What follows belongs to an exercise in optimizing a design on an open flow for small area and a short achievable clock period; a production flow would make more cautious choices. Where RTL was checked, it was by simulation tests only, not by an equivalence proof against the original. No activity file was given, so power comes from the tool's default toggle rates.

==> inputs of 03-03 <==
// foosball_top
module foosball_top (
   input  logic                     clk,
   input  logic                     reset,
   input  logic                     stop_ball,
   input  game_types_pkg::rod_btn_t left_btn,
   input  game_types_pkg::rod_btn_t right_btn,
   input  game_types_pkg::pixel_t   pix,
   output game_types_pkg::rgb_t     rgb,
   output logic                     score1,
   output logic                     score2
);
   logic frame_tick, serve_left;
   logic goal_right_mouth, goal_left_mouth;
   logic [7:0] left_half, right_half;
   logic [10:0] xl, yl;
   game_ctrl u_ctrl (
      .clk              (clk),
      .reset            (reset),
      .goal_right_mouth (goal_right_mouth),
      .goal_left_mouth  (goal_left_mouth),
      .frame_tick       (frame_tick),
      .serve_left       (serve_left),
      .score1           (score1),
      .score2           (score2)
   );
   rod_mover left_rod  (.clk(clk), .reset(reset), .frame_tick(frame_tick),
                        .btn(left_btn), .rod_half(left_half));
  ...
==> module pixel_renderer, before the edit <==
module pixel_renderer (
   input  logic               clk,
   input  logic               reset,
   input  logic [19:0]        pix,
   input  logic [10:0]        xl,            
   input  logic [10:0]        yl,
   input  logic [7:0]         left_half,
   input  logic [7:0]         right_half,
   output logic [2:0]         rgb
);
   function automatic logic ge8c(input logic [7:0] a, input logic [7:0] b, input logic cin);
      logic c;
      c = cin;
      for (int i = 0; i < 8; i++)
         c = (a[i] & ~b[i]) | ((a[i] | ~b[i]) & c);
      ge8c = c;
   endfunction
   function automatic logic sum_zero6(input logic [5:0] p, input logic [5:0] q, input logic cin);
      logic ok;
      ok = !(p[0] ^ q[0] ^ cin);
      for (int i = 1; i < 6; i++)
         ok = ok & ((p[i] ^ q[i]) == (p[i-1] | q[i-1]));
      sum_zero6 = ok;
   endfunction
   logic [9:0] px;
   logic [8:0] py;
   logic       vo;
   assign px = pix[19:10];
   assign py = pix[9:1];
   assign vo = pix[0];
   logic on_frame, on_left, on_right, on_ball;
   logic f_top, f_bot, f_lft, f_rgt, f_rows;
   assign f_top  = (py[8:3] == 6'd0) && (!py[2] || (!py[1] && !py[0]));           
   assign f_bot  = py[8] && py[7] && py[6]
                   && (py[5] || (py[4] && py[3] && (py[2] || (py[1] && py[0]))));   
   assign f_lft  = (px[9:3] == 7'd0) && (!px[2] || (!px[1] && !px[0]));           
   assign f_rgt  = px[9] && (px[6:3] == 4'hf) && (px[2] || (px[1] && px[0]));     
   assign f_rows = (py < 9'd140) || (py > 9'd340);
   assign on_frame = f_top || f_bot || (f_rows && (f_lft || f_rgt));
   logic [7:0] q, qm;
   logic       q_low;
   assign q     = py[8:1];
   assign qm    = q - 8'd50;
   assign q_low = (q < 8'd50);
   logic [7:0] t_side;
   logic       on_rows;
   assign t_side  = px[9] ? right_half : left_half;
   assign on_rows = ge8c(q, t_side, py[0]) && (q_low || !ge8c(qm, t_side, 1'b1));
   assign on_left  = on_rows && (px[9:4] == 6'd0) && (px[3:0] > 4'd5) && (px[3:0] < 4'd15);    
   assign on_right = on_rows && px[9] && (px[6:4] == 3'd7)
                     && (px[3:0] > 4'd1) && (px[3:0] < 4'd11);                             
   logic [5:0] ax, ay;             
   logic       hx, hy;
   assign ax = {1'b0, px[4:0]} - {1'b0, xl[4:0]};
   assign ay = {1'b0, py[4:0]} - {1'b0, yl[4:0]};
   assign hx = sum_zero6({1'b0, px[9:5]}, ~xl[10:5], !ax[5]);
   assign hy = sum_zero6({2'b00, py[8:5]}, ~yl[10:5], !ay[5]);
   logic [3:0] adx, ady;
   assign adx = (ax[4] || ax[3]) ? 4'(ax[3:0] - 4'd8) : 4'(4'd8 - ax[3:0]);
   assign ady = (ay[4] || ay[3]) ? 4'(ay[3:0] - 4'd8) : 4'(4'd8 - ay[3:0]);
   logic inx, iny;
   assign inx = hx && (!ax[4] || ax[3:0] == 4'd0);
   assign iny = hy && (!ay[4] || ay[3:0] == 4'd0);
   logic [3:0] wmax;
   always_comb
   begin
      case (ady)
         4'd0:                wmax = 4'd8;
         4'd1, 4'd2, 4'd3:    wmax = 4'd7;
         4'd4, 4'd5:          wmax = 4'd6;
         4'd6:                wmax = 4'd5;
         4'd7:                wmax = 4'd3;
         default:             wmax = 4'd0;
      endcase
   end
   assign on_ball = inx && iny && (adx <= wmax);
   logic       g_next;
   logic [2:0] col_nb_next;
   assign g_next         = vo && !on_frame && !on_left && !on_right;    
   assign col_nb_next[0] = vo && (on_frame || on_left);                 
   assign col_nb_next[1] = vo && !on_left && !on_right;                 
   assign col_nb_next[2] = vo && (on_frame || on_right);                
   logic       ball_q, g_q;
   logic [2:0] col_nb_q;
   always_ff @(posedge clk or posedge reset)
   begin
      if (reset)
      begin
         ball_q   <= 1'b0;
         g_q      <= 1'b0;
         col_nb_q <= 3'b000;
      end
      else
      begin
         ball_q   <= on_ball;
         g_q      <= g_next;
         col_nb_q <= col_nb_next;
      end
   end
   assign rgb = ball_q ? {3{g_q}} : col_nb_q;
endmodule
export LEC_CHECK = 0
export CAP_MARGIN = 20
export CORE_MARGIN = 2
export CORE_UTILIZATION = 40
export SLEW_MARGIN = 20
create_clock -name core_clock -period 13.0 [get_ports {clk}]
standard.sh (not shown) runs the stock make flow with config.mk's settings and CLKGATE_MAP_FILE= SYNTH_SCRIPT=/design/flow/synth_recipe.tcl, a recipe that flattens the netlist after the stock synthesis.
==> flow/flow/run.sh <==
#!/bin/bash
# Own layout flow: the standard synthesis, then the combinational logic between the
# registers is mapped again by ABC (registers, their names and cell types are kept as
# the standard synthesis made them): the logic in front of the rgb registers for delay,
# the rest for area. Then the standard layout steps from floorplan to finish.
set -euo pipefail
WORK=$(pwd)
HERE=$(cd "$(dirname "$0")" && pwd)
R=$WORK/orfs/results/$FLOW_PLATFORM/foosball_top/base
LIB=$FLOW_HOME/platforms/$FLOW_PLATFORM/lib/sky130_fd_sc_hd__tt_025C_1v80.lib
YOSYS=$FLOW_HOME/../tools/install/yosys/bin/yosys
[ -x "$YOSYS" ] || YOSYS=$(command -v yosys)

CRIT_SCRIPT=${CRIT_SCRIPT:-abc_speed.script}
REST_SCRIPT=${REST_SCRIPT:-abc_area.script}
LAYOUT_ARGS=()
[ -f "$HERE/flow.env" ] && source "$HERE/flow.env"

# 1. standard synthesis
bash standard.sh synth > "$WORK/log_1_synth.log" 2>&1
cp "$R/1_2_yosys.v" "$WORK/std_1_2_yosys.v"

# 2. remap the combinational logic
python3 "$HERE/genmodels.py" "$LIB" > "$WORK/comb_models.v"
DU=""
for c in $(sed -n '/DONT_USE_CELLS += /,/^$/p' "$FLOW_HOME/platforms/$FLOW_PLATFORM/config.mk" | grep -o 'sky130_fd_sc_hd__[a-z0-9_]*'); do
   DU="$DU -dont_use $c"
done
printf 'set_driving_cell sky130_fd_sc_hd__buf_1\nset_load 5\n' > "$WORK/abc.constr"
cat > "$WORK/remap.ys" <<EOY
read_liberty -lib $LIB
read_verilog $WORK/std_1_2_yosys.v
hierarchy -top $FLOW_TOP
techmap -map $WORK/comb_models.v
techmap
opt -purge
select -set dw c:u_render.* %ci1:+sky130_fd_sc_hd__dfrtp_1[D] w:* %i
select -set crit @dw %ci*:-sky130_fd_sc_hd__dfrtp_1,sky130_fd_sc_hd__dfstp_2
select -set critg @crit t:\$_* %i
abc -liberty $LIB $DU -constr $WORK/abc.constr -script $HERE/$CRIT_SCRIPT @critg
abc -liberty $LIB $DU -constr $WORK/abc.constr -script $HERE/$REST_SCRIPT t:\$_*
opt_clean -purge
chtype -map sky130_fd_sc_hd__clkinv_1 sky130_fd_sc_hd__inv_1
opt_merge -share_all t:sky130_fd_sc_hd__df* %n
opt_clean -purge
hilomap -singleton -hicell sky130_fd_sc_hd__conb_1 HI -locell sky130_fd_sc_hd__conb_1 LO
insbuf -buf sky130_fd_sc_hd__buf_4 A X
splitnets
opt_clean -purge
tee -o $WORK/remap_stat.txt stat -liberty $LIB
check -assert -mapped
write_verilog -noattr -noexpr -nohex -nodec $WORK/remap_1_2_yosys.v
EOY
"$YOSYS" -s "$WORK/remap.ys" > "$WORK/log_2_remap.log" 2>&1
python3 "$HERE/netfix.py" "$WORK/remap_1_2_yosys.v" "$WORK/netfix_1_2_yosys.v" > "$WORK/log_2_netfix.log" 2>&1
cp "$WORK/netfix_1_2_yosys.v" "$R/1_2_yosys.v"
rm -f "$R/1_synth.odb" "$R/1_synth.sdc"

# 3. the standard layout from the remapped netlist
bash standard.sh "${LAYOUT_ARGS[@]}" finish > "$WORK/log_3_layout.log" 2>&1
==> flow/flow/abc_rest.script <==
strash
dc2
balance; rewrite; refactor; balance; rewrite; rewrite -z; balance; refactor -z; rewrite -z; balance
balance; resub -K 6; rewrite; resub -K 6 -N 2; refactor; resub -K 8; balance; resub -K 8 -N 2; rewrite; resub -K 10; rewrite -z; resub -K 10 -N 2; balance; resub -K 12; refactor -z; resub -K 12 -N 2; rewrite -z; balance
dch -f
map -D 2500
topo
==> flow/flow/flow.env <==
LAYOUT_ARGS=("BUFFER_PORTS_ARGS=-buffer_cell sky130_fd_sc_hd__buf_2" "SETUP_SLACK_MARGIN=8.9")
==> flow/flow/netfix.py <==
#!/usr/bin/env python3
"""Peephole clean-up of a mapped netlist written by yosys write_verilog:
an inverter fed by another inverter is removed and its loads are moved to the
first inverter's input; inverters left without loads are removed too."""
import re, sys

src = open(sys.argv[1]).read()
cell_re = re.compile(r'^  (sky130_fd_sc_hd__\w+)\s+(\S+)\s*\((.*?)\);\n', re.S | re.M)
pin_re = re.compile(r'\.(\w+)\(([^()]*)\)')
OUTS = ('X', 'Y', 'Q', 'Q_N', 'SUM', 'COUT', 'HI', 'LO')

cells = []
for m in cell_re.finditer(src):
    pins = [(p, n.strip()) for p, n in pin_re.findall(m.group(3))]
    cells.append({'type': m.group(1), 'name': m.group(2), 'pins': pins, 'span': m.span(), 'dead': False})

keep = set()
for m in re.finditer(r'^\s*(?:input|output|inout)\s+(?:\[[^\]]*\]\s*)?([^;]+);', src, re.M):
    for n in m.group(1).split(','):
        keep.add(n.strip())
for m in re.finditer(r'^\s*assign\s+(.*?)\s*=\s*(.*?);', src, re.M):
    keep.add(m.group(1).strip())
    keep.add(m.group(2).strip())
def is_kept(net):
    return net in keep or net.split('[')[0].strip() in keep

def is_inv(c):
    return re.match(r'sky130_fd_sc_hd__(clk)?inv_\d+$', c['type']) is not None

drv = {}
loads = {}
def index():
    drv.clear(); loads.clear()
    for i, c in enumerate(cells):
        if c['dead']:
            continue
        for p, n in c['pins']:
            if p in OUTS:
                drv[n] = i
            else:
                loads.setdefault(n, []).append(i)
index()

changed = True
removed = 0
while changed:
    changed = False
    for b in cells:
        if b['dead'] or not is_inv(b):
            continue
        pa = dict(b['pins'])
        ai = drv.get(pa['A'])
        if ai is None:
            continue
        a = cells[ai]
        if not is_inv(a):
            continue
        x = dict(a['pins'])['A']
        y = pa['Y']
        if is_kept(y):
            continue
        for li in loads.get(y, []):
            c = cells[li]
            c['pins'] = [(p, x if (n == y and p not in OUTS) else n) for p, n in c['pins']]
        b['dead'] = True
        removed += 1
        index()
        ay = dict(a['pins'])['Y']
        if not loads.get(ay) and not is_kept(ay):
            a['dead'] = True
            removed += 1
            index()
        changed = True

out = []
pos = 0
for c in cells:
    s, e = c['span']
    out.append(src[pos:s])
    if not c['dead']:
        body = ',\n'.join(f'    .{p}({n}{" " if n.startswith(chr(92)) else ""})' for p, n in c['pins'])
        out.append(f"  {c['type']} {c['name']} (\n{body}\n  );\n")
    pos = e
out.append(src[pos:])
open(sys.argv[2], 'w').write(''.join(out))
print(f'netfix: removed {removed} inverters', file=sys.stderr)
Other scripts of this flow, unchanged in this note and not shown: flow/flow/abc_area.script, flow/flow/abc_speed.script, flow/flow/genmodels.py
==> 03-15 (differences from 03-03) <==
--- a/flow/design.v
+++ b/flow/design.v
@@ -314,30 +314,28 @@
       endcase
    end
    assign on_ball = inx && iny && (adx <= wmax);
-   logic       g_next;
    logic [2:0] col_nb_next;
-   assign g_next         = vo && !on_frame && !on_left && !on_right;    
    assign col_nb_next[0] = vo && (on_frame || on_left);                 
    assign col_nb_next[1] = vo && !on_left && !on_right;                 
    assign col_nb_next[2] = vo && (on_frame || on_right);                
-   logic       ball_q, g_q;
+   logic       ball_q;
    logic [2:0] col_nb_q;
    always_ff @(posedge clk or posedge reset)
    begin
       if (reset)
       begin
          ball_q   <= 1'b0;
-         g_q      <= 1'b0;
          col_nb_q <= 3'b000;
       end
       else
       begin
          ball_q   <= on_ball;
-         g_q      <= g_next;
          col_nb_q <= col_nb_next;
       end
    end
-   assign rgb = ball_q ? {3{g_q}} : col_nb_q;
+   logic field_q;                          
+   assign field_q = col_nb_q[1] && !col_nb_q[0];
+   assign rgb = ball_q ? {3{field_q}} : col_nb_q;
 endmodule
 `timescale 1ns/1ps
 module foosball_top (
--- a/flow/flow/run.sh
+++ b/flow/flow/run.sh
@@ -27,6 +27,44 @@
    DU="$DU -dont_use $c"
 done
 printf 'set_driving_cell sky130_fd_sc_hd__buf_1\nset_load 5\n' > "$WORK/abc.constr"
+# 2a. our own synthesis of the design (Yosys's generic synthesis, without the fsm
+# and share passes, flattened), mapped the same way; its registers then get the
+# names and cell types the standard synthesis gave them
+cat > "$WORK/own_synth.ys" <<EOY
+read_liberty -lib $LIB
+read_verilog -defer -sv $WORK/design.v
+hierarchy -check -top $FLOW_TOP
+synth -top $FLOW_TOP -flatten -nofsm -noshare
+opt -purge
+rename -wire
+dfflibmap -liberty $LIB $DU
+opt
+techmap
+opt -purge
+select -set dw c:u_render.* c:left_half* %u c:right_half* %u c:left_rod.* %u c:right_rod.* %u %ci1:+sky130_fd_sc_hd__dfrtp_1,sky130_fd_sc_hd__dfstp_2[D] w:* %i
+select -set crit @dw %ci*:-sky130_fd_sc_hd__dfrtp_1,sky130_fd_sc_hd__dfstp_2
+select -set critg @crit t:\$_* %i
+abc -liberty $LIB $DU -constr $WORK/abc.constr -script $HERE/$CRIT_SCRIPT @critg
+select -set outc o:* %ci*:-sky130_fd_sc_hd__dfrtp_1,sky130_fd_sc_hd__dfstp_2
+select -set outg @outc t:\$_* %i
+abc -liberty $LIB $DU -constr $WORK/abc.constr -script $HERE/$CRIT_SCRIPT @outg
+abc -liberty $LIB $DU -constr $WORK/abc.constr -script $HERE/$REST_SCRIPT t:\$_*
+opt_clean -purge
+chtype -map sky130_fd_sc_hd__clkinv_1 sky130_fd_sc_hd__inv_1
+opt_merge -share_all t:sky130_fd_sc_hd__df* %n
+opt_clean -purge
+hilomap -singleton -hicell sky130_fd_sc_hd__conb_1 HI -locell sky130_fd_sc_hd__conb_1 LO
+insbuf -buf sky130_fd_sc_hd__buf_4 A X
+splitnets
+opt_clean -purge
+rename -hide w:*\$func\$*
+opt_clean -purge
+tee -o $WORK/own_stat.txt stat -liberty $LIB
+check -assert -mapped
+write_verilog -noattr -noexpr -nohex -nodec $WORK/own_1_2_yosys.v
+EOY
+
+# 2b. fallback: the standard netlist's combinational logic mapped again
 cat > "$WORK/remap.ys" <<EOY
 read_liberty -lib $LIB
 read_verilog $WORK/std_1_2_yosys.v
@@ -34,10 +72,13 @@
 techmap -map $WORK/comb_models.v
 techmap
 opt -purge
-select -set dw c:u_render.* %ci1:+sky130_fd_sc_hd__dfrtp_1[D] w:* %i
+select -set dw c:u_render.* c:left_half* %u c:right_half* %u c:left_rod.* %u c:right_rod.* %u %ci1:+sky130_fd_sc_hd__dfrtp_1,sky130_fd_sc_hd__dfstp_2[D] w:* %i
 select -set crit @dw %ci*:-sky130_fd_sc_hd__dfrtp_1,sky130_fd_sc_hd__dfstp_2
 select -set critg @crit t:\$_* %i
 abc -liberty $LIB $DU -constr $WORK/abc.constr -script $HERE/$CRIT_SCRIPT @critg
+select -set outc o:* %ci*:-sky130_fd_sc_hd__dfrtp_1,sky130_fd_sc_hd__dfstp_2
+select -set outg @outc t:\$_* %i
+abc -liberty $LIB $DU -constr $WORK/abc.constr -script $HERE/$CRIT_SCRIPT @outg
 abc -liberty $LIB $DU -constr $WORK/abc.constr -script $HERE/$REST_SCRIPT t:\$_*
 opt_clean -purge
 chtype -map sky130_fd_sc_hd__clkinv_1 sky130_fd_sc_hd__inv_1
@@ -51,7 +92,14 @@
 check -assert -mapped
 write_verilog -noattr -noexpr -nohex -nodec $WORK/remap_1_2_yosys.v
 EOY
-"$YOSYS" -s "$WORK/remap.ys" > "$WORK/log_2_remap.log" 2>&1
+
+if "$YOSYS" -s "$WORK/own_synth.ys" > "$WORK/log_2_own_synth.log" 2>&1 \
+   && python3 "$HERE/stitch.py" "$WORK/std_1_2_yosys.v" "$WORK/own_1_2_yosys.v" "$WORK/remap_1_2_yosys.v" > "$WORK/log_2_stitch.log" 2>&1; then
+   echo "own synthesis used" >> "$WORK/log_2_stitch.log"
+else
+   echo "own synthesis not used: remapping the standard netlist" >> "$WORK/log_2_stitch.log"
+   "$YOSYS" -s "$WORK/remap.ys" > "$WORK/log_2_remap.log" 2>&1
+fi
 python3 "$HERE/netfix.py" "$WORK/remap_1_2_yosys.v" "$WORK/netfix_1_2_yosys.v" > "$WORK/log_2_netfix.log" 2>&1
 cp "$WORK/netfix_1_2_yosys.v" "$R/1_2_yosys.v"
 rm -f "$R/1_synth.odb" "$R/1_synth.sdc"
==> flow/flow/flow.env (replaced) <==
LAYOUT_ARGS=("BUFFER_PORTS_ARGS=-buffer_cell sky130_fd_sc_hd__buf_1" "SETUP_SLACK_MARGIN=8.9" "CTS_ARGS=-sink_clustering_enable -repair_clock_nets -dont_use_dummy_load -buf_list sky130_fd_sc_hd__clkbuf_8")
--- a/flow/flow/netfix.py
+++ b/flow/flow/netfix.py
@@ -72,6 +72,37 @@
             index()
         changed = True
 
+# a gate whose only load is an inverter becomes the gate of the other polarity
+MERGE = {'nor2_1': 'or2_1', 'nand2_1': 'and2_1', 'nor3_1': 'or3_1', 'nand3_1': 'and3_1',
+         'nor4_1': 'or4_1', 'nand4_1': 'and4_1', 'a21oi_1': 'a21o_1', 'o21ai_0': 'o21a_1',
+         'o21ai_1': 'o21a_1', 'a22oi_1': 'a22o_1', 'o22ai_1': 'o22a_1', 'a211oi_1': 'a211o_1',
+         'o211ai_1': 'o211a_1', 'a31oi_1': 'a31o_1', 'o31ai_1': 'o31a_1', 'xnor2_1': 'xor2_1',
+         'xor2_1': 'xnor2_1', 'nor2b_1': 'or2b_1', 'nand2b_1': 'and2b_1', 'a21boi_0': 'a21bo_1',
+         'o21bai_1': 'o21ba_1', 'nor3b_1': 'or3b_1', 'nand3b_1': 'and3b_1',
+         'a2bb2oi_1': 'a2bb2o_1', 'o2bb2ai_1': 'o2bb2a_1', 'mux2i_1': 'mux2_1'}
+merged = 0
+for b in cells:
+    if b['dead'] or not is_inv(b):
+        continue
+    pa = dict(b['pins'])
+    gi = drv.get(pa['A'])
+    if gi is None:
+        continue
+    g = cells[gi]
+    short = g['type'].replace('sky130_fd_sc_hd__', '')
+    if short not in MERGE:
+        continue
+    n = pa['A']
+    if is_kept(n) or len(loads.get(n, [])) != 1:
+        continue
+    g['type'] = 'sky130_fd_sc_hd__' + MERGE[short]
+    opin = 'Y' if MERGE[short].startswith('xnor') else 'X'
+    g['pins'] = [((opin if p in ('Y', 'X') else p), (pa['Y'] if p in ('Y', 'X') else x)) for p, x in g['pins']]
+    b['dead'] = True
+    merged += 1
+    index()
+print(f'netfix: merged {merged} gate and inverter pairs', file=sys.stderr)
+
 out = []
 pos = 0
 for c in cells:
==> flow/flow/stitch.py (new file) <==
#!/usr/bin/env python3
"""Give the registers of a netlist made by our own synthesis the names and cell
types that the standard synthesis gave them. Registers are matched by the net
their Q pin drives (the register's name in the RTL). Exits with status 1, and
writes nothing, unless both netlists have exactly the same registers."""
import re, sys

cell_re = re.compile(r'^  (sky130_fd_sc_hd__\w+)\s+(\S+)\s*\((.*?)\);\n', re.S | re.M)
pin_re = re.compile(r'\.(\w+)\(([^()]*)\)')

def flops(src):
    out = {}
    for m in cell_re.finditer(src):
        t = m.group(1)
        if not t.startswith('sky130_fd_sc_hd__df'):
            continue
        pins = dict((p, n.strip()) for p, n in pin_re.findall(m.group(3)))
        out[pins['Q']] = (t, m.group(2), m.span())
    return out

std = open(sys.argv[1]).read()
mine = open(sys.argv[2]).read()
fs, fm = flops(std), flops(mine)
if set(fs) != set(fm):
    print('register sets differ:', sorted(set(fs) ^ set(fm))[:20], file=sys.stderr)
    sys.exit(1)
base = lambda t: re.sub(r'_\d+$', '', t)
for q in fs:
    if base(fs[q][0]) != base(fm[q][0]):
        print('register', q, 'cell', fm[q][0], 'standard', fs[q][0], file=sys.stderr)
        sys.exit(1)
names = set(n for _, n, _ in fm.values())
out, pos = [], 0
for q, (t, n, (s, e)) in sorted(fm.items(), key=lambda kv: kv[1][2][0]):
    out.append(mine[pos:s])
    seg = mine[s:e]
    st, sn, _ = fs[q]
    seg = seg.replace(t + ' ' + n, st + ' ' + sn, 1)
    out.append(seg)
    pos = e
out.append(mine[pos:])
res = ''.join(out)
# the standard names must not collide with other instances
for q, (st, sn, _) in fs.items():
    if len(re.findall(r'\s' + re.escape(sn) + r'\s*\(', res)) != 1:
        print('name clash for', sn, file=sys.stderr)
        sys.exit(1)
open(sys.argv[3], 'w').write(res)
print(f'stitch: {len(fs)} registers renamed', file=sys.stderr)
removed: flow/flow/abc_rest.script
==> 11-22 (differences from 03-03) <==
--- a/flow/design.v
+++ b/flow/design.v
@@ -314,30 +314,28 @@
       endcase
    end
    assign on_ball = inx && iny && (adx <= wmax);
-   logic       g_next;
    logic [2:0] col_nb_next;
-   assign g_next         = vo && !on_frame && !on_left && !on_right;    
    assign col_nb_next[0] = vo && (on_frame || on_left);                 
    assign col_nb_next[1] = vo && !on_left && !on_right;                 
    assign col_nb_next[2] = vo && (on_frame || on_right);                
-   logic       ball_q, g_q;
+   logic       ball_q;
    logic [2:0] col_nb_q;
    always_ff @(posedge clk or posedge reset)
    begin
       if (reset)
       begin
          ball_q   <= 1'b0;
-         g_q      <= 1'b0;
          col_nb_q <= 3'b000;
       end
       else
       begin
          ball_q   <= on_ball;
-         g_q      <= g_next;
          col_nb_q <= col_nb_next;
       end
    end
-   assign rgb = ball_q ? {3{g_q}} : col_nb_q;
+   logic field_q;                          
+   assign field_q = col_nb_q[1] && !col_nb_q[0];
+   assign rgb = ball_q ? {3{field_q}} : col_nb_q;
 endmodule
 `timescale 1ns/1ps
 module foosball_top (
==> flow/flow/flow.env (replaced) <==
LAYOUT_ARGS=("BUFFER_PORTS_ARGS=-buffer_cell sky130_fd_sc_hd__buf_1" "SETUP_SLACK_MARGIN=8.9" "CAP_MARGIN=0" "SLEW_MARGIN=0" "CTS_ARGS=-sink_clustering_enable -repair_clock_nets -dont_use_dummy_load -buf_list sky130_fd_sc_hd__clkbuf_8")
--- a/flow/flow/netfix.py
+++ b/flow/flow/netfix.py
@@ -72,6 +72,36 @@
             index()
         changed = True
 
+# a gate whose only load is an inverter becomes the gate of the other polarity
+MERGE = {'nor2_1': 'or2_1', 'nand2_1': 'and2_1', 'nor3_1': 'or3_1', 'nand3_1': 'and3_1',
+         'nor4_1': 'or4_1', 'nand4_1': 'and4_1', 'a21oi_1': 'a21o_1', 'o21ai_0': 'o21a_1',
+         'o21ai_1': 'o21a_1', 'a22oi_1': 'a22o_1', 'o22ai_1': 'o22a_1', 'a211oi_1': 'a211o_1',
+         'o211ai_1': 'o211a_1', 'a31oi_1': 'a31o_1', 'o31ai_1': 'o31a_1', 'xnor2_1': 'xor2_1',
+         'xor2_1': 'xnor2_1', 'nor2b_1': 'or2b_1', 'nand2b_1': 'and2b_1', 'a21boi_0': 'a21bo_1',
+         'o21bai_1': 'o21ba_1', 'nor3b_1': 'or3b_1', 'nand3b_1': 'and3b_1',
+         'a2bb2oi_1': 'a2bb2o_1', 'o2bb2ai_1': 'o2bb2a_1', 'mux2i_1': 'mux2_1'}
+merged = 0
+for b in cells:
+    if b['dead'] or not is_inv(b):
+        continue
+    pa = dict(b['pins'])
+    gi = drv.get(pa['A'])
+    if gi is None:
+        continue
+    g = cells[gi]
+    short = g['type'].replace('sky130_fd_sc_hd__', '')
+    if short not in MERGE:
+        continue
+    n = pa['A']
+    if is_kept(n) or len(loads.get(n, [])) != 1:
+        continue
+    g['type'] = 'sky130_fd_sc_hd__' + MERGE[short]
+    g['pins'] = [(('X' if p in ('Y', 'X') else p), (pa['Y'] if p in ('Y', 'X') else x)) for p, x in g['pins']]
+    b['dead'] = True
+    merged += 1
+    index()
+print(f'netfix: merged {merged} gate and inverter pairs', file=sys.stderr)
+
 out = []
 pos = 0
 for c in cells:
removed: flow/flow/abc_rest.script
==> qor summary <==
|  | 03-15 | 11-22 | 03-03 |
|---|---|---|---|
| Result of the run | timing/DRC/antenna clean | timing/DRC/antenna clean | timing/DRC/antenna clean |
| Max stage delay on crit path | 0.29 ns | 0.41 ns | 0.24 ns |
| Final Non-Filler Cells | 860 | 908 | 976 |
| Worst R2R Setup Slack | 9.35 ns | 9.30 ns | 9.34 ns |
| Power per unit of standard cell area | 69.3 nW/um^2 | 66.2 nW/um^2 | 82.2 nW/um^2 |
| Area post-placement | 4990 um^2 | 5170 um^2 | 5450 um^2 |
| Die Outline Area | 12600 um^2 | 13100 um^2 | 13600 um^2 |
| Critical path class | input pin to flip-flop | flip-flop to primary output | input pin to flip-flop |
| Seq cells | 57 | 57 | 58 |
| Clock sink total | 57 | 57 | 58 |
| Post-route standard cell area excluding fillers | 5120 um^2 | 5320 um^2 | 5840 um^2 |
| Maximum number of pins on one net before global-route repair | 58 | 58 | 59 |
| Most common cell after layout, fill and taps aside | sky130_fd_sc_hd__nand2_1 | sky130_fd_sc_hd__nand2_1 | sky130_fd_sc_hd__nor2_1 |
| Combinational logic power | 0.0471 mW | 0.0473 mW | 0.0526 mW |
| Number of nets in the layout | 746 | 790 | 826 |
| Number of vias in the routed layout | 4812 | 5351 | 5626 |
| Worst setup EP type | flip-flop | primary output | flip-flop |
Function not checked in 03-03: the RTL went through the layout flow alone.

## separate check: timing with driven ports
No port has a modelled driver above. Below, the same layouts with a new extraction and two added sets of constraints. Step 1 (the two cells are an assumption about what drives the block):
set clk [get_ports {clk}]
set_driving_cell -lib_cell sky130_fd_sc_hd__clkbuf_16 $clk
set_driving_cell -lib_cell sky130_fd_sc_hd__buf_2 [delete_from_list [all_inputs] $clk]
Step 2, shift: input delay + t, output delay - t, t = (earliest + latest rising clock arrival at the registers) / 2. This alone moves slack from input paths to output paths. a / b / c = ideal ports / drivers / drivers and shift; a / b = the first two.
| run | t, ns | setup slack, ns | worst hold slack (ns) | slew at the worst register clock pin (ns) |
|---|---|---|---|---|
| 03-03 | 0.382 | 8.978 / 8.984 / 8.602 | 0.369 / 0.369 / 0.369 | 0.05 / 0.05 |
| 03-15 | 0.374 | 9.079 / 9.094 / 8.719 | 0.376 / 0.376 / 0.376 | 0.08 / 0.08 |
| 11-22 | 0.374 | 9.074 / 9.041 / 8.711 | 0.374 / 0.374 / 0.374 | 0.07 / 0.07 |
After both steps setup and hold are still met in every run listed. For 03-03, which loses most, drivers alone change the setup slack by +0.006 ns; drivers and shift together by -0.376 ns.
